Context: an optimization exercise on an open-source flow, tuned for small area, a short achievable clock period and few clock cycles per item. The choices shown serve that exercise and are no tape-out recipe. No functional check of the RTL was part of any run shown here. Power and IR drop assume default switching activity.

==> flow/design.v, too long to show whole: its modules and the start of the top module <==
// module csa_fa: 9 lines
// module binary_neuron: 889 lines
module binary_neuron (
    input  logic                    clk,
    input  logic                    reset,
    input  logic                    in_valid,
    output logic                    in_ready,
    input  logic [320:0]            in_req,
    output logic                    out_valid,
    input  logic                    out_ready,
    output logic [9:0]              out_sum
);
  // ...
==> flow/flow/run.sh <==
#!/bin/bash
# The standard layout (standard.sh: ORFS synthesis to final layout), with
# one change: the input and output ports are buffered with the smallest
# buffer, sky130_fd_sc_hd__buf_1, instead of the cell buffer_ports picks by
# default (clkdlybuf4s50_1).  Later repair steps may still resize them.
set -euo pipefail
export BUFFER_PORTS_ARGS="-buffer_cell sky130_fd_sc_hd__buf_1"
bash standard.sh > standard_flow.log 2>&1
==> flow/standard.sh <==
#!/bin/bash
# synth_recipe.tcl (not shown) runs the flow's synth.tcl, then flattens the netlist and writes it again
# the make line also repeats each setting of config.mk as NAME=value (left out here)
make -C /OpenROAD-flow-scripts/flow DESIGN_CONFIG=/design/flow/config.mk WORK_HOME=/design/flow/orfs CLKGATE_MAP_FILE= SYNTH_SCRIPT=/design/flow/synth_recipe.tcl "${@:-finish}"
==> flow/config.mk <==
export PLATFORM = sky130hd
export DESIGN_NAME = binary_neuron
export DESIGN_NICKNAME = binary_neuron
export VERILOG_FILES = /design/flow/design.v
export SDC_FILE = /design/flow/constraint.sdc
export NUM_CORES = 4
export LEC_CHECK = 0
export CAP_MARGIN = 20
export CORE_MARGIN = 2
export CORE_UTILIZATION = 40
export SLEW_MARGIN = 20
export SYNTH_HIERARCHICAL = 1
export SYNTH_MINIMUM_KEEP_SIZE = 0
==> flow/constraint.sdc <==
create_clock -name core_clock -period 6.0 [get_ports {clk}]
set_input_delay 1.2000 -clock core_clock [delete_from_list [all_inputs] [get_ports {clk}]]
set_output_delay 1.2000 -clock core_clock [all_outputs]
set_load 0.01 [all_outputs]
==> impl_metrics.csv, run 1 <==
group,metric,value,unit
synth,syn_nets,1611,
detailed_routing,routed-wl-met3,1.08,mm
cells_and_area,reg_top3,"q_data: 20 flops, out_sum: 10 flops, pending: 3 flops",
detailed_routing,wl_met2,17.4,mm
cells_and_area,top_register,"q_data",
grt,grt_use_total,20.5,%
synth,synthXorXnorAreaFrac,14.6,%
die,n_tap_cell,390,
timing,max_freq,0.310,GHz
cells_and_area,largest_class,"multi-input gates",
cells_and_area,mostFrequentLayoutCells,"336 x buf_1, 243 x fa_1, 215 x nor2_1",
clock_tree,cts.clk_slew.worst_paths,0.06,ns
cells_and_area,num_antenna_cells,1,
power,power,7.93,mW
cells_and_area,seq_area,3060,um2
setup_path,start_kind,"primary input",
synth,synth_edf_count,30,
cells_and_area,sh_seq_area,21.6,%
detailed_routing,route.layer.met1.wl,12.3,mm
power,switching_share,42.6,%
die,initial_core_util,40.3,%
synth,syn_area,11900,um2
detailed_routing,routed_wl,31.0,mm
power,internal_power,4.55,mW
clock_tree,cts_sinks,138,
grt,gr-total-overflow,0,
timing,setup_violations,0,
cells_and_area,clkbuf_count,19,
detailed_routing,first_pass_iters,4,
cells_and_area,area_growth,19.2,%
synth,synthFlopType,"dfxtp_1",
setup_path,crit_chain,"buf_1, fa_1, fa_1, fa_1, fa_1",
synth,yosysWarnings,8,
synth,synth_top_family_by_area,"adder cells",
synth,yosysSeqAreaShare,25.8,%
cells_and_area,layout_commonest_cell,"buf_1",
timing,finClkSkew,0.00911,ns
timing,rsz0062_at_grt,"no",
detailed_routing,wl_per_cell,17.4,um
synth,ys_top_cells_by_area,"fa_1 41%, dfxtp_1 18%, xnor2_1 9.7%, edfxtp_1 7.6%, nor2_1 6.8%",
grt,busiest_layer,"met2",
status,outcome,"finished clean",
setup_path,required,6.29,ns
detailed_routing,vias_per_cell,4.65,
setup_path,reg2regPathDepth,7,
==> inputs of run 2 (changes only) <==
--- a/flow/design.v
+++ b/flow/design.v
@@ -207,17 +207,17 @@
     wire q3_61 = ~(in_req[76] ^ (~in_req[3] & (in_req[73] | in_req[74] | in_req[75])));
     wire p1_62 = in_req[70] ^ (~in_req[2] & in_req[69]);
     wire p2_62 = in_req[71] ^ (~in_req[2] & (in_req[69] | in_req[70]));
     wire q3_62 = ~(in_req[72] ^ (~in_req[2] & (in_req[69] | in_req[70] | in_req[71])));
     wire p1_63 = in_req[66] ^ (~in_req[1] & in_req[65]);
     wire p2_63 = in_req[67] ^ (~in_req[1] & (in_req[65] | in_req[66]));
     wire q3_63 = ~(in_req[68] ^ (~in_req[1] & (in_req[65] | in_req[66] | in_req[67])));
     logic r1_s147, r1_s149, r1_c64, r1_s151, r1_s153, r1_s155, r1_c148, r1_c150, r1_s237, r1_s239, r1_s241, r1_s243, r1_s245, r1_s247, r1_s249, r1_c152, r1_c154, r1_c156, r1_s251, r1_s253, r1_s255, r1_c238, r1_c240, r1_c242, r1_c244, r1_c246, r1_s343, r1_s345, r1_s347, r1_c248, r1_c250, r1_s349, r1_s351, r1_s353, r1_s355, r1_s357, r1_s359, r1_s361, r1_c252, r1_c254, r1_c256, r1_s363, r1_s405, r1_c344, r1_c346, r1_c348, r1_c350, r1_c352, r1_c354, r1_c356, r1_c358, r1_s407, r1_s409, r1_c360, r1_c362, r1_s411, r1_s413, r1_s415, r1_s417, r1_s419, r1_c364, r1_c404, r1_c406, r1_c408, r1_c410, r1_c412, r1_c414, r1_c416, r1_c418, r1_c420, r1_s453, r1_s455, r1_c454, r1_c456, r1_s63;
-    logic r2_s447, r2_c392, r2_s449, r2_c448, r2_s475, r2_c450, r2_s477, r2_s489, r2_c476, r2_s491, r2_c478, r2_c488, r2_s497, r2_c490, r2_c492, r2_c498, r2_s63, r2_s157, r2_s271, r2_s391, r2_s159;
+    logic r2_s447, r2_c392, r2_s449, r2_c448, r2_s475, r2_c450, r2_s477, r2_s489, r2_c476, r2_s491, r2_c478, r2_c492, r2_s499, r2_c498, r2_c500, r2_s63, r2_s157, r2_s271, r2_s391, r2_s159;
     wire s1 = ~(in_req[317] ^ in_req[313]);
     wire c2 = in_req[317] | in_req[313];
     wire s3, c4;
     csa_fa u_s3 (.a(in_req[309]), .b(in_req[305]), .c(in_req[301]), .s(s3), .co(c4));
     wire s5, c6;
     csa_fa u_s5 (.a(in_req[297]), .b(in_req[293]), .c(in_req[289]), .s(s5), .co(c6));
     wire s7, c8;
     csa_fa u_s7 (.a(in_req[285]), .b(in_req[281]), .c(in_req[277]), .s(s7), .co(c8));
@@ -707,21 +707,21 @@
     csa_fa u_s491 (.a(c472), .b(s487), .c(c474), .s(s491), .co(c492));
     wire s493, c494;
     csa_fa u_s493 (.a(r2_s489), .b(r2_c476), .c(r2_s491), .s(s493), .co(c494));
     wire s495, c496;
     csa_fa u_s495 (.a(r2_c478), .b(s493), .c(c480), .s(s495), .co(c496));
     wire s497 = ~(c484 ^ c486);
     wire c498 = c484 | c486;
     wire s499, c500;
-    csa_fa u_s499 (.a(r2_c488), .b(r2_s497), .c(r2_c490), .s(s499), .co(c500));
+    csa_fa u_s499 (.a(c488), .b(s497), .c(c490), .s(s499), .co(c500));
     wire s501, c502;
-    csa_fa u_s501 (.a(r2_c492), .b(s499), .c(c494), .s(s501), .co(c502));
-    wire s503 = ~(r2_c498 ^ c500);
-    wire c504 = r2_c498 | c500;
+    csa_fa u_s501 (.a(r2_c492), .b(r2_s499), .c(c494), .s(s501), .co(c502));
+    wire s503 = ~(r2_c498 ^ r2_c500);
+    wire c504 = r2_c498 | r2_c500;
     wire [9:0] row_a = {c504, s503, s501, s495, s481, s451, r2_s391, r2_s271, r2_s157, r2_s63};
     wire [9:0] row_b = {1'b0, c502, c496, c482, 1'b0, 1'b0, 1'b0, 1'b0, r2_s159, 1'b0};
     wire [9:0] total = row_a + row_b;
     logic         accept, pop;
     logic [2:0] pending, pending_next;
     assign accept = in_valid && in_ready;
     assign pop    = out_valid && out_ready;
     always_comb begin
@@ -831,21 +831,20 @@
         r2_c448 <= c448;
         r2_s475 <= s475;
         r2_c450 <= c450;
         r2_s477 <= s477;
         r2_s489 <= s489;
         r2_c476 <= c476;
         r2_s491 <= s491;
         r2_c478 <= c478;
-        r2_c488 <= c488;
-        r2_s497 <= s497;
-        r2_c490 <= c490;
         r2_c492 <= c492;
+        r2_s499 <= s499;
         r2_c498 <= c498;
+        r2_c500 <= c500;
         r2_s63 <= r1_s63;
         r2_s157 <= s157;
         r2_s271 <= s271;
         r2_s391 <= s391;
         r2_s159 <= s159;
     end
     logic [9:0]      q_data [0:1];
     logic [1:0]    q_wr, q_rd, q_occ;
==> flow/config.mk (replaced) <==
export PLATFORM = sky130hd
export DESIGN_NAME = binary_neuron
export DESIGN_NICKNAME = binary_neuron
export VERILOG_FILES = /design/flow/design.v
export SDC_FILE = /design/flow/constraint.sdc
export NUM_CORES = 4
export LEC_CHECK = 0
export CAP_MARGIN = 20
export CORE_MARGIN = 2
export CORE_UTILIZATION = 40
export CTS_BUF_LIST = sky130_fd_sc_hd__clkbuf_4
export CTS_CLUSTER_DIAMETER = 100
export CTS_CLUSTER_SIZE = 30
export SLEW_MARGIN = 20
export SYNTH_HIERARCHICAL = 1
export SYNTH_MINIMUM_KEEP_SIZE = 0
==> run 2 against run 1 <==
Core utilization shrank 0.99 points. Highest routed layer unchanged. Largest cell class unchanged. Setup slack gained 0.055 ns. Maximum frequency grew 1.7%. Clock power shrank 44%. Sequential power shrank 2%. Wire length shrank 2.4%. Clock skew grew 0.0094 ns. Critical path depth is the same. Still clean. Synthesized cell count is essentially flat. Critical endpoint is now r1_s155$_DFF_P_. Hold slack lost 0.019 ns. Cell area shrank 2.3%. Power shrank 6.9%.
==> impl_metrics.csv, run 2 <==
group,metric,value,unit
status,outcome,"finished clean",
clock_tree,clk_latency,0.52,ns
power,switching_share,44.1,%
grt,grt_pass1_vias,8825,
grt,grt_first_pass_wirelength,46.2,mm
cells_and_area,num_antenna_cells,0,
die,initial_core_util,40.4,%
synth,synth_edf_count,30,
power,power_density,533,nW/um2
setup_path,required,6.39,ns
clock_tree,clockBufferDepth,2,
synth,syn_nets,1610,
detailed_routing,wl_per_cell,17.0,um
clock_tree,cts-root-buf,"clkbuf_4",
detailed_routing,ant_nets,0,
cells_and_area,largest_reg_flops,20,
grt,gr-total-overflow,0,
timing,rsz0062_at_grt,"no",
power,pwr-share-seq,25.7,%
die,die_w,176,um
synth,synth_common_cells,"243 x fa_1, 215 x nor2_1, 132 x xnor2_1, 107 x dfxtp_1",
die,die-area,31100,um2
detailed_routing,drt_iter0_markers,255,
detailed_routing,vias_per_cell,4.57,
clock_tree,cts_sinks,137,
power,power_frac_clock,7.4,%
cells_and_area,area_growth,16.6,%
cells_and_area,nets,1960,
timing,final-hold-violation-count,0,
timing,finalSetupTns,0,ns
synth,yosysSeqAreaShare,25.6,%
setup_path,crit_type,"primary input to flop",
die,die_y,176,um
setup_path,critPathArrivalTime,3.56,ns
power,p_switching,3.25,mW
power,internal_power,4.13,mW
power,vdd_drop_max,0.000409,V
detailed_routing,first_pass_iters,4,
timing,max-slew-margin-rel,36.8,%
cells_and_area,layout_commonest_cell,"buf_1",
timing,period_share,52.8,%
synth,synth_most_common_cell,"fa_1",
placement,dpl.hpwl,27.8,mm
clock_tree,cts.clk_slew.worst_paths,0.11,ns
setup_path,start_kind,"primary input",
cells_and_area,reg_top3,"q_data: 20 flops, out_sum: 10 flops, pending: 3 flops",
synth,syn-mean-instance-area,11.6,um2
clock_tree,cts_buffers,17,
timing,finalMaxSlewViolations,0,
placement,gp_congestion,0.847,
power,total_leakage_power,5.08,nW
synth,async_reset_ff_share,0,%
synth,syn_area,11900,um2
cells_and_area,mostFrequentLayoutCells,"336 x buf_1, 243 x fa_1, 215 x nor2_1",
cells_and_area,drive_gt1_share,2.52,%
clock_tree,cts_hold_buf,0,
synth,yosys.area.top_type,"fa_1",
synth,synth_seq_cells,137,
detailed_routing,vias,8121,
synth,syn_inst,1026,
timing,worstMarginPinSlew,0.945,ns
detailed_routing,drcViolationCount,0,
setup_path,cp_max_fo,4,
synth,yosysTopAreaCellShare,41.0,%
cells_and_area,utilization,47.1,%
synth,synthFlopType,"dfxtp_1",
detailed_routing,routed_wl,30.2,mm
cells_and_area,multi_input_area,8690,um2
grt,grt_max_degree,17,
clock_tree,ctsResizeCount,0,
placement,io_buffers,336,
grt,antenna_found_initial,0,
cells_and_area,fillers,2762,
clock_tree,htree_levels,4,
synth,synth_cell_types,34,
timing,setup_violations,0,
synth,yosysWarnings,8,
die,fp-row-count,63,
worst_hold_path,hold_path.class,"flop to flop",
setup_path,cp-end-kind,"flop",
timing,min_period,3.17,ns
cells_and_area,seq_area,3040,um2
timing,finClkSkew,0.0185,ns
synth,ys_top_cells_by_area,"fa_1 41%, dfxtp_1 18%, xnor2_1 9.7%, edfxtp_1 7.6%, nor2_1 6.8%",
cells_and_area,top_register,"q_data",
grt,grt_use_total,20.1,%
timing,max_freq,0.315,GHz
flow_run,max_cap_violations,0,
clock_tree,postCtsSetupBuffers,0,
clock_tree,cts_tree,"done",
die,design.core.area,29400,um2
power,combinationalPowerShare,66.9,%
die,io_pins,337,
## run 2: cell count changes after synthesis
| cell | previous run | this run |
|---|---|---|
| dfxtp_1 | 108 | 107 |
## run 2: worst max-delay path: stages
cell and delay, ns:
buf_1 0.15, fa_1 0.57, fa_1 0.70, fa_1 0.49, fa_1 0.45
## run 2: metrics by stage
| stage | hold WS, ns | total power, mW | area (um2) | setup slack [ns] | std cells |
|---|---|---|---|---|---|
| after CTS | 0.355 | 7.50 | 13800 | 2.85 | 1778 |
| after detailed placement | 0.334 | 6.94 | 13600 | 2.30 | 1747 |
| after global routing | 0.367 | 8.21 | 13800 | 2.86 | 1778 |
| final | 0.354 | 7.38 | 13800 | 2.83 | 1778 |
| after floorplan | 0.310 | 5.10 | 11900 | 2.70 | 1026 |
| after global placement | 0.362 | 6.80 | 13600 | 2.32 | 1747 |
## run 2: cell type report
cell class,instances,share of cell area [%]
clock buffers,19,1.03
clock inverters,12,0.732
inverters,30,0.813
multi-input cells,854,62.8
flip-flops and latches,137,22.0
well taps,390,3.52
repair buffers,336,9.11
## run 2: power by group through the flow
stage               registers (mW)  clock network [mW]  logic (mW)
finish                        1.90               0.547        4.94
global route                  1.94               0.610        5.66
CTS                           1.91               0.566        5.02
detailed placement            1.93                   0        5.01
global placement              1.93                   0        4.87
floorplan                     1.83                   0        3.27
## run 2: worst paths after layout
check                                      from                    to  slack (ns)  cells past startpoint
worst max register to register  r2_s489$_DFF_P_  out_sum[9]$_DFFE_PN_        3.23                      7
worst min register to register   r1_s63$_DFF_P_        r2_s63$_DFF_P_        0.35                      0
worst min-delay path             r1_s63$_DFF_P_        r2_s63$_DFF_P_        0.35                      0
worst max-delay path                in_req[105]       r1_s155$_DFF_P_        2.83                      5
## run 2: kinds of logic after synthesis
kind of cell / after synthesis / share of synthesized area, %
xor+xnor: 198 / 14.6
compound gates: 30 / 1.83
fa+ha+maj: 259 / 42.7
buf+inv: 35 / 1.11
simple gates: 365 / 14.0
flops: 137 / 25.6
mux: 2 / 0.169
## run 2: per-module statistics from Yosys (local to each module, per instance)
| module | flops+latches | cells inside | cell area [um2] | times used |
|---|---|---|---|---|
| binary_neuron | 137 | 783 | 7000 | 1 |
| csa_fa | 0 | 1 | 20.0 | 243 |
## run 2: routing by layer
| layer | GRT usage (%) | routed length (um) |
|---|---|---|
| met3 | 3.45 | 1410 |
| met5 | 0 | 0 |
| met1 | 23.8 | 11900 |
| met2 | 37.5 | 16300 |
| met4 | 4.99 | 644 |

separate check: timing with driven ports:
How much do the figures lean on ideal ports? The routed layouts below were timed once more, with nothing changed but the port constraints.
Step 1: set_driving_cell puts a clkbuf_16 on clk and a buf_2 on each other input, an assumption about the parent block.
Step 2, shift: input delay + t, output delay - t, t = (earliest + latest rising clock arrival at the registers) / 2. This alone moves slack from input paths to output paths.
Slacks: no drivers / after step 1 / after step 2; pairs: no drivers / after step 1.
| run | shift t [ns] | setup WS [ns] | latest minus earliest clock arrival (ns) | worst slew at a driven data input, ns |
|---|---|---|---|---|
| run 1 | 0.456 | 2.775 / 2.797 / 2.342 | 0.009 / 0.009 | 0.08 |
| run 2 | 0.544 | 2.830 / 2.842 / 2.297 | 0.019 / 0.019 | 0.07 |
After both steps setup and hold are still met in every run listed. For run 2, which loses most, drivers alone change the setup slack by +0.012 ns; drivers and shift together by -0.533 ns.
